From an optimization exercise on the open Yosys and OpenROAD flow, aimed at small area, a short achievable clock period and few clock cycles; shortcuts taken in it are not production practice.
In this exercise RTL edits were held to simulation tests only and were not proved equivalent to the original.
Power is estimated from default activity; no workload was simulated.

## csg_ray_span_combine
module csg_ray_span_combine (
  input  logic                       clk,
  input  logic                       rst,
  input  logic                       cfg_write_en,
  input  logic [csgsc_pkg::OP_W-1:0] cfg_write_data,
  input  logic                       cmd_valid,
  output logic                       cmd_ready,
  input  csgsc_pkg::cmd_beat_t       cmd_beat,
  output logic                       res_valid,
  input  logic                       res_ready,
  output csgsc_pkg::res_beat_t       res_beat
);
Size: roughly 3,600 cells after synthesis, about 1,900 flip-flops, roughly 110 I/O pins, roughly 75,000 um2 of cells after synthesis.
Settings: LEC_CHECK=0, CAP_MARGIN=20, CORE_MARGIN=2, CORE_UTILIZATION=40, SETUP_SLACK_MARGIN=3.0, SLEW_MARGIN=20; clock period 5.5 ns.
standard.sh (not shown) runs the stock make flow with config.mk's settings and CLKGATE_MAP_FILE= SYNTH_SCRIPT=/design/flow/synth_recipe.tcl, a recipe that flattens the netlist after the stock synthesis.
==> flow/flow/run.sh <==
#!/bin/bash
# Standard layout, with the port buffers made from buf_4 instead of the
# slow delay buffer buffer_ports picks by default.
set -euo pipefail
export BUFFER_PORTS_ARGS="-buffer_cell sky130_fd_sc_hd__buf_4"
bash standard.sh > standard_flow.log 2>&1
Testbench counts at the start, summed over its fixed seeds: cycles 5,559.
Change:
--- a/flow/design.v
+++ b/flow/design.v
@@ -141,20 +141,31 @@
     l = ~a2 & b2;
     e = ~(a2 ^ b2);
     for (int w = 1; w < DW; w = w * 2) begin
       for (int i = 0; i + w < DW; i = i + 2 * w) begin
         l[i] = l[i + w] | (e[i + w] & l[i]);
         e[i] = e[i + w] & e[i];
       end
     end
     lt_f = l[0];
   endfunction
+  logic [DW-1:0] rd_da, rd_db;
+  logic [TW-1:0] rd_ta, rd_tb;
+  always_comb begin
+    rd_da = '0; rd_db = '0; rd_ta = '0; rd_tb = '0;
+    for (int i = 0; i < 16; i++) begin
+      rd_da = rd_da | (mem_a[i][HW-1:TW] & {DW{rpa2 == 4'(i)}});
+      rd_db = rd_db | (mem_b[i][HW-1:TW] & {DW{rpb2 == 4'(i)}});
+      rd_ta = rd_ta | (mem_a[i][TW-1:0] & {TW{rpa == 4'(i)}});
+      rd_tb = rd_tb | (mem_b[i][TW-1:0] & {TW{rpb == 4'(i)}});
+    end
+  end
   logic c_a, c_b, c_0;
   assign c_a = lt_f(hda1, hdb0);
   assign c_b = lt_f(hda0, hdb1);
   assign c_0 = lt_f(hda0, hdb0);
   logic [4:0] occa_n, occb_n, cna_n, cnb_n, wla_n, wlb_n;
   logic [QW-1:0] qn_n;
   logic qpop, qpush;
   assign cna_n  = push ? 5'd0 : cna + {4'd0, wr_a};
   assign cnb_n  = push ? 5'd0 : cnb + {4'd0, wr_b};
   logic [4:0] occa_p, occa_m, occb_p, occb_m;
@@ -206,25 +217,25 @@
   assign qf_n   = qpush ? (qpop ? (qn == QW'(QD)) : (qn == QW'(QD - 1)))
                         : (!qpop && (qn == QW'(QD)));
   assign rdy_n  = (na16_n || !a16_n) && (nb16_n || !b16_n) && !qf_n;
   always_ff @(posedge clk) begin
     if (wr_a) mem_a[wpa] <= ihit;
     if (wr_b) mem_b[wpb] <= ihit;
     cab <= pop_a ? c_a : pop_b ? c_b : c_0;
     if (wa_h0)      hda0 <= ihit[HW-1:TW];
     else if (pop_a) hda0 <= hda1;
     if (wa_h1)      hda1 <= ihit[HW-1:TW];
-    else if (pop_a) hda1 <= mem_a[rpa2][HW-1:TW];
+    else if (pop_a) hda1 <= rd_da;
     if (wb_h0)      hdb0 <= ihit[HW-1:TW];
     else if (pop_b) hdb0 <= hdb1;
     if (wb_h1)      hdb1 <= ihit[HW-1:TW];
-    else if (pop_b) hdb1 <= mem_b[rpb2][HW-1:TW];
+    else if (pop_b) hdb1 <= rd_db;
   end
   always_ff @(posedge clk) begin
     if (rst) begin
       rdy <= 1'b1;
       wpa <= '0; wpb <= '0; rpa <= '0; rpb <= '0;
       rpa2 <= 4'd2; rpb2 <= 4'd2;
       occa <= '0; occb <= '0; cna <= '0; cnb <= '0;
       drop_new <= 1'b0;
       bool_op <= csgsc_pkg::OP_UNION;
       qn <= '0;
@@ -273,21 +284,21 @@
     end else if (go && !empty_c) begin
       ina <= ina ^ take_a;
       inb <= inb ^ !take_a;
       was_in <= inside_f(bool_op, ina ^ take_a, inb ^ !take_a);
       if (fin_step) wfin <= 1'b1;
     end
   end
   always_ff @(posedge clk) begin
     if (go && need_slot) begin
       if (kept) begin
-        phit <= take_a ? {hda0, mem_a[rpa][TW-1:0]} : {hdb0, mem_b[rpb][TW-1:0]};
+        phit <= take_a ? {hda0, rd_ta} : {hdb0, rd_tb};
         pval <= 1'b1;
       end else begin
         phit <= '0; pval <= 1'b0;
       end
       povf <= wovf;
       pfin <= fin_step;
     end else if (go && fin_step) begin
       pfin <= 1'b1;
     end
   end
Combinational power fell by 12%.
Utilization rose by 1.1 points.
Final area rose by 0.86%.
Via count rose by 26%.
Global-route usage rose by 5.7 points.
Testbench counts after the change, summed over its fixed seeds: cycles 5,559.

==> static timing again, ports no longer ideal <==
Ports are ideal in the flow. The routed layouts listed here were re-timed in OpenROAD.
Step 1 (the two cells are an assumption about what drives the block):
set clk [get_ports {clk}]
set_driving_cell -lib_cell sky130_fd_sc_hd__clkbuf_16 $clk
set_driving_cell -lib_cell sky130_fd_sc_hd__buf_2 [delete_from_list [all_inputs] $clk]
Step 2 moves the port delays by t, midway between the first and last clock arrival at a register: inputs arrive t later, outputs are due t later. That takes back most of the time a late clock gives input paths.
Slacks: ideal / step 1 / step 2; pairs: ideal / step 1.
run | t, ns | slack for setup (ns) | hold slack, ns | cell pins on the clock port's net
the first run | 0.891 | 2.862 / 2.817 / 2.008 | 0.414 / 0.414 / 0.414 | 1
the second run | 0.923 | 2.746 / 2.653 / 1.936 | 0.413 / 0.413 / 0.413 | 1
After both steps every run listed still meets setup and hold. For the first run, which loses most, drivers alone change the setup slack by -0.045 ns; drivers and shift together by -0.854 ns.
